What follows belongs to an exercise in optimizing a design on an open flow for a short achievable clock period and few clock cycles per item; a production flow would make more cautious choices.
RTL that was checked went through simulation tests only; none was proved equivalent to the original.
Power figures rest on the tool's default switching activity, not on a simulated workload.

==> flow/design.v (excerpt) <==
module bsr_scheduler
#(
    parameter int BLOCK_DIM = 8   
) (
    input  wire logic        clk_gated,
    input  wire logic        rst_n,
    input  wire logic        start,
    input  wire logic [15:0] cfg_num_block_rows,
    output logic             meta_rd_en,
    output bsr_format_pkg::meta_req_t meta_req,
    input  wire logic [31:0] meta_rd_data,
    input  wire logic        meta_rd_valid,
    output logic             block_rd_en,
    output logic [31:0]      block_rd_addr,
    input  wire logic [7:0]  block_rd_data,
    output logic             systolic_valid,
    output logic [8*BLOCK_DIM*BLOCK_DIM-1:0] systolic_block,
    output bsr_sched_pkg::block_pos_t systolic_pos,
    input  wire logic        systolic_ready,
    input  wire logic        systolic_done,
    output logic             busy,
    output logic             done,
    output logic [31:0]      blocks_processed
);
    localparam int NBYTES = BLOCK_DIM * BLOCK_DIM;
    localparam int CNT_W  = $clog2(NBYTES);
    localparam logic [CNT_W-1:0] KLAST = CNT_W'(NBYTES - 1);
    localparam int MS_RP0  = 0;   
    localparam int MS_RP   = 1;   
    localparam int MS_CHKA = 2;   
    localparam int MS_CHK  = 3;   
    localparam int MS_COL  = 4;   
    localparam int MS_NROW = 5;   
    localparam int MS_END  = 6;   
    localparam int MS_N    = 7;
  ...
clock: 4.0 ns
lec_check: 0
cap_margin: 20
core_margin: 2
core_utilization: 30
place_density: 0.5
setup_slack_margin: 2.2
slew_margin: 20
standard.sh (not shown) runs the stock make flow with config.mk's settings and CLKGATE_MAP_FILE= SYNTH_SCRIPT=/design/flow/synth_recipe.tcl, a recipe that flattens the netlist after the stock synthesis.
==> flow/flow/run.sh <==
#!/bin/bash
# Standard layout, except that after global placement each output port's buffer and
# the register feeding it are moved next to the port's pin; detailed placement then
# legalizes them with everything else. Each step's output goes to its own log here.
set -euo pipefail
res=orfs/results/${FLOW_PLATFORM}/bsr_scheduler/base
bash standard.sh 3_3_place_gp > run_place_gp.log 2>&1
printf 'read_db %s/3_3_place_gp.odb\nsource flow/pull.tcl\nwrite_db %s/3_3_place_gp.odb\n' "$res" "$res" > pull_run.tcl
openroad -no_init -exit pull_run.tcl > run_pull.log 2>&1
bash standard.sh finish > run_finish.log 2>&1
==> flow/flow/pull.tcl <==
# Pull each output port's buffer and the register feeding it next to the port's pin.
set block [ord::get_db_block]
set core [$block getCoreArea]
set cx0 [$core xMin]; set cy0 [$core yMin]; set cx1 [$core xMax]; set cy1 [$core yMax]
set dbu [[$block getTech] getDbUnitsPerMicron]
proc clampto {v lo hi} { expr {$v < $lo ? $lo : ($v > $hi ? $hi : $v)} }
set moved 0
foreach bt [$block getBTerms] {
  if {[$bt getIoType] ne "OUTPUT"} continue
  set net [$bt getNet]
  if {$net eq "NULL"} continue
  set drv ""
  foreach it [$net getITerms] { if {[$it isOutputSignal]} { set drv [$it getInst] } }
  if {$drv eq ""} continue
  set bb [$bt getBBox]
  set px [expr {([$bb xMin] + [$bb xMax]) / 2}]
  set py [expr {([$bb yMin] + [$bb yMax]) / 2}]
  # direction into the core
  set dx 0; set dy 0
  if {$px <= $cx0} {set dx 1} elseif {$px >= $cx1} {set dx -1} elseif {$py <= $cy0} {set dy 1} else {set dy -1}
  set chain [list $drv]
  # the register (or gate) feeding the buffer
  foreach it [$drv getITerms] {
    if {[$it isInputSignal] && [$it getNet] ne "NULL"} {
      set n2 [$it getNet]
      set nd 0; set d2 ""
      foreach it2 [$n2 getITerms] { if {[$it2 isOutputSignal]} { set d2 [$it2 getInst] } }
      if {$d2 ne "" && [string match "*df*" [[$d2 getMaster] getName]]} { lappend chain $d2 }
    }
  }
  set k 0
  foreach inst $chain {
    set m [$inst getMaster]
    set w [$m getWidth]; set h [$m getHeight]
    set off [expr {int((2 + 8*$k) * $dbu)}]
    set x [expr {$px + $dx*$off - $w/2}]
    set y [expr {$py + $dy*$off - $h/2}]
    set x [clampto $x $cx0 [expr {$cx1 - $w}]]
    set y [clampto $y $cy0 [expr {$cy1 - $h}]]
    $inst setLocation $x $y
    $inst setPlacementStatus PLACED
    incr k; incr moved
  }
}
puts "pull: moved $moved instances"
The baseline ran to the end with no violations.
Testbench counts at the start, summed over its fixed seeds: cycles 56,319, items 858.
==> next run, changes <==
==> flow/run.sh (new file) <==
#!/bin/bash
# synth_recipe.tcl (not shown) runs the flow's synth.tcl, then flattens the netlist and writes it again
# the make line also repeats each setting of config.mk as NAME=value (left out here)
make -C /OpenROAD-flow-scripts/flow DESIGN_CONFIG=/design/flow/config.mk WORK_HOME=/design/flow/orfs CLKGATE_MAP_FILE= SYNTH_SCRIPT=/design/flow/synth_recipe.tcl finish
CTS_CLUSTER_DIAMETER = 100   (was not set)
CTS_CLUSTER_SIZE = 25   (was not set)
removed: flow/flow/run.sh
removed: flow/flow/pull.tcl
removed: flow/standard.sh
The changed run completed without violations. Final area fell by 4.7%. Power goes down by 15%. Global-route usage barely changes.
==> next run, changes <==
CORE_UTILIZATION = 40   (was 30)
PLACE_DENSITY = 0.6   (was 0.5)
What happened:
- worst hold slack gets worse by 130 ps
- fmax came out higher by 4.8%
- critical path depth does not change
- clock power came out lower by 5.1%
- core utilization came out higher by 12 points
- power came out lower by 2.9%
- global-route usage came out higher by 3.3 points
- synthesized area stays the same
- design area came out lower by 3.1%
- first-iteration DRC count came out lower by 13%

* * *

Another version of the RTL of bsr_scheduler (not shown whole).
For scale: about 910 flip-flops.
make LEC_CHECK=0 CAP_MARGIN=20 CORE_MARGIN=2 CORE_UTILIZATION=40 CTS_CLUSTER_DIAMETER=100 CTS_CLUSTER_SIZE=25 PLACE_DENSITY=0.6 SETUP_SLACK_MARGIN=2.2 SLEW_MARGIN=20 finish   # period 4.0 ns
run.sh (not shown) runs the stock make flow with config.mk's settings and CLKGATE_MAP_FILE= SYNTH_SCRIPT=/design/flow/synth_recipe.tcl, a recipe that flattens the netlist after the stock synthesis.
Stock flow here: none of the scripts above is used.
Testbench counts at the start, summed over its fixed seeds: cycles 56,319, items 858.
Change:
- CTS_CLUSTER_DIAMETER: 100 -> not set
- CTS_CLUSTER_SIZE: 25 -> not set
Result:
- The changed run ran to the end with no violations
- clock power goes up by well over a third
- first-iteration DRC count shrinks slightly
- power is higher by about a fifth
- cell area rose by a few percent
- wire length rose slightly
- sequential cell count stays the same
- fmax shrinks slightly
- critical path depth stays the same
- clock skew rises by 0.0034 ns

* * *

== north ==
Another version of the RTL of bsr_scheduler (not shown whole).
Size: about 910 flip-flops, about 690 I/O pins.
Settings: LEC_CHECK=0, CAP_MARGIN=20, CORE_MARGIN=2, CORE_UTILIZATION=30, CTS_CLUSTER_DIAMETER=100, CTS_CLUSTER_SIZE=25, PLACE_DENSITY=0.5, SETUP_SLACK_MARGIN=2.2, SLEW_MARGIN=20; clock period 4.0 ns.
north ended with every stage complete and zero timing, DRC or antenna violations.
Input changes introduced in south (baseline for comparison: north):
==> flow/flow/run.sh (new file) <==
#!/bin/bash
# Standard layout, except that after global placement each output port's buffer and
# the register feeding it are moved next to the port's pin; detailed placement then
# legalizes them with everything else. Each step's output goes to its own log here.
set -euo pipefail
res=orfs/results/${FLOW_PLATFORM}/bsr_scheduler/base
bash standard.sh 3_3_place_gp > run_place_gp.log 2>&1
printf 'read_db %s/3_3_place_gp.odb\nsource flow/pull.tcl\nwrite_db %s/3_3_place_gp.odb\n' "$res" "$res" > pull_run.tcl
openroad -no_init -exit pull_run.tcl > run_pull.log 2>&1
bash standard.sh finish > run_finish.log 2>&1
==> flow/flow/pull.tcl (new file) <==
# Pull each output port's buffer and the register feeding it next to the port's pin.
set block [ord::get_db_block]
set core [$block getCoreArea]
set cx0 [$core xMin]; set cy0 [$core yMin]; set cx1 [$core xMax]; set cy1 [$core yMax]
set dbu [[$block getTech] getDbUnitsPerMicron]
proc clampto {v lo hi} { expr {$v < $lo ? $lo : ($v > $hi ? $hi : $v)} }
set moved 0
foreach bt [$block getBTerms] {
  if {[$bt getIoType] ne "OUTPUT"} continue
  set net [$bt getNet]
  if {$net eq "NULL"} continue
  set drv ""
  foreach it [$net getITerms] { if {[$it isOutputSignal]} { set drv [$it getInst] } }
  if {$drv eq ""} continue
  set bb [$bt getBBox]
  set px [expr {([$bb xMin] + [$bb xMax]) / 2}]
  set py [expr {([$bb yMin] + [$bb yMax]) / 2}]
  # direction into the core
  set dx 0; set dy 0
  if {$px <= $cx0} {set dx 1} elseif {$px >= $cx1} {set dx -1} elseif {$py <= $cy0} {set dy 1} else {set dy -1}
  set chain [list $drv]
  # the register (or gate) feeding the buffer
  foreach it [$drv getITerms] {
    if {[$it isInputSignal] && [$it getNet] ne "NULL"} {
      set n2 [$it getNet]
      set nd 0; set d2 ""
      foreach it2 [$n2 getITerms] { if {[$it2 isOutputSignal]} { set d2 [$it2 getInst] } }
      if {$d2 ne "" && [string match "*df*" [[$d2 getMaster] getName]]} { lappend chain $d2 }
    }
  }
  set k 0
  foreach inst $chain {
    set m [$inst getMaster]
    set w [$m getWidth]; set h [$m getHeight]
    set off [expr {int((2 + 8*$k) * $dbu)}]
    set x [expr {$px + $dx*$off - $w/2}]
    set y [expr {$py + $dy*$off - $h/2}]
    set x [clampto $x $cx0 [expr {$cx1 - $w}]]
    set y [clampto $y $cy0 [expr {$cy1 - $h}]]
    $inst setLocation $x $y
    $inst setPlacementStatus PLACED
    incr k; incr moved
  }
}
puts "pull: moved $moved instances"
==> flow/standard.sh (new file) <==
#!/bin/bash
# synth_recipe.tcl (not shown) runs the flow's synth.tcl, then flattens the netlist and writes it again
# the make line also repeats each setting of config.mk as NAME=value (left out here)
make -C /OpenROAD-flow-scripts/flow DESIGN_CONFIG=/design/flow/config.mk WORK_HOME=/design/flow/orfs CLKGATE_MAP_FILE= SYNTH_SCRIPT=/design/flow/synth_recipe.tcl "${@:-finish}"
removed: flow/run.sh
The time the final worst path needs with I/O delays and setup of south falls short of that of north by 29 ps.
south ended with more via density per instance than north.
Final-layout fill cell count (south over north): decrease, about 2.8%
Diff north -> south: clock tree buffer depth was more or less identical; via count went up by 5.3%.
The run showing the smaller final cycle utilization of the critical path is south.
south — power density of the placed cells 2.4 mW/mm² lower, north as reference
Taking north as 1.0, south lands at 1.3 on worst IR drop on VDD.
No functional check of the RTL was part of any run of this note.

what the ideal ports hide:
The results above use ideal ports. As a check the final layouts listed here were re-extracted and re-timed, cells and wires unchanged.
Step 1 sets driving cells, clkbuf_16 on the clock port and buf_2 on the other inputs (assumed; they add their load-dependent delay and slew).
Step 2 adds t to the input delays and takes it off the output delays; t is the mean of the earliest and latest rising clock arrival at the registers after step 1. Input paths then give back, and output paths get back, about the clock's delay inside the block.
a / b / c = ideal ports / drivers / drivers and shift; a / b = the first two.
run | shift t [ns] | setup WS [ns] | worst register clock-pin slew, ns
the first run of note 1 | 0.706 | 1.909 / 1.840 / 1.417 | 0.07 / 0.07
the second run of note 1 | 0.696 | 1.869 / 1.795 / 1.414 | 0.10 / 0.10
the third run of note 1 | 0.655 | 1.966 / 1.903 / 1.594 | 0.10 / 0.10
the first run of note 2 | 0.653 | 1.935 / 1.876 / 1.487 | 0.10 / 0.10
the second run of note 2 | 0.695 | 1.921 / 1.860 / 1.426 | 0.07 / 0.07
north | 0.687 | 1.865 / 1.862 / 1.175 | 0.10 / 0.10
south | 0.692 | 1.894 / 1.889 / 1.197 | 0.10 / 0.10
After both steps every run listed still meets setup and hold. For south, which loses most, drivers alone change the setup slack by -0.005 ns; drivers and shift together by -0.697 ns.
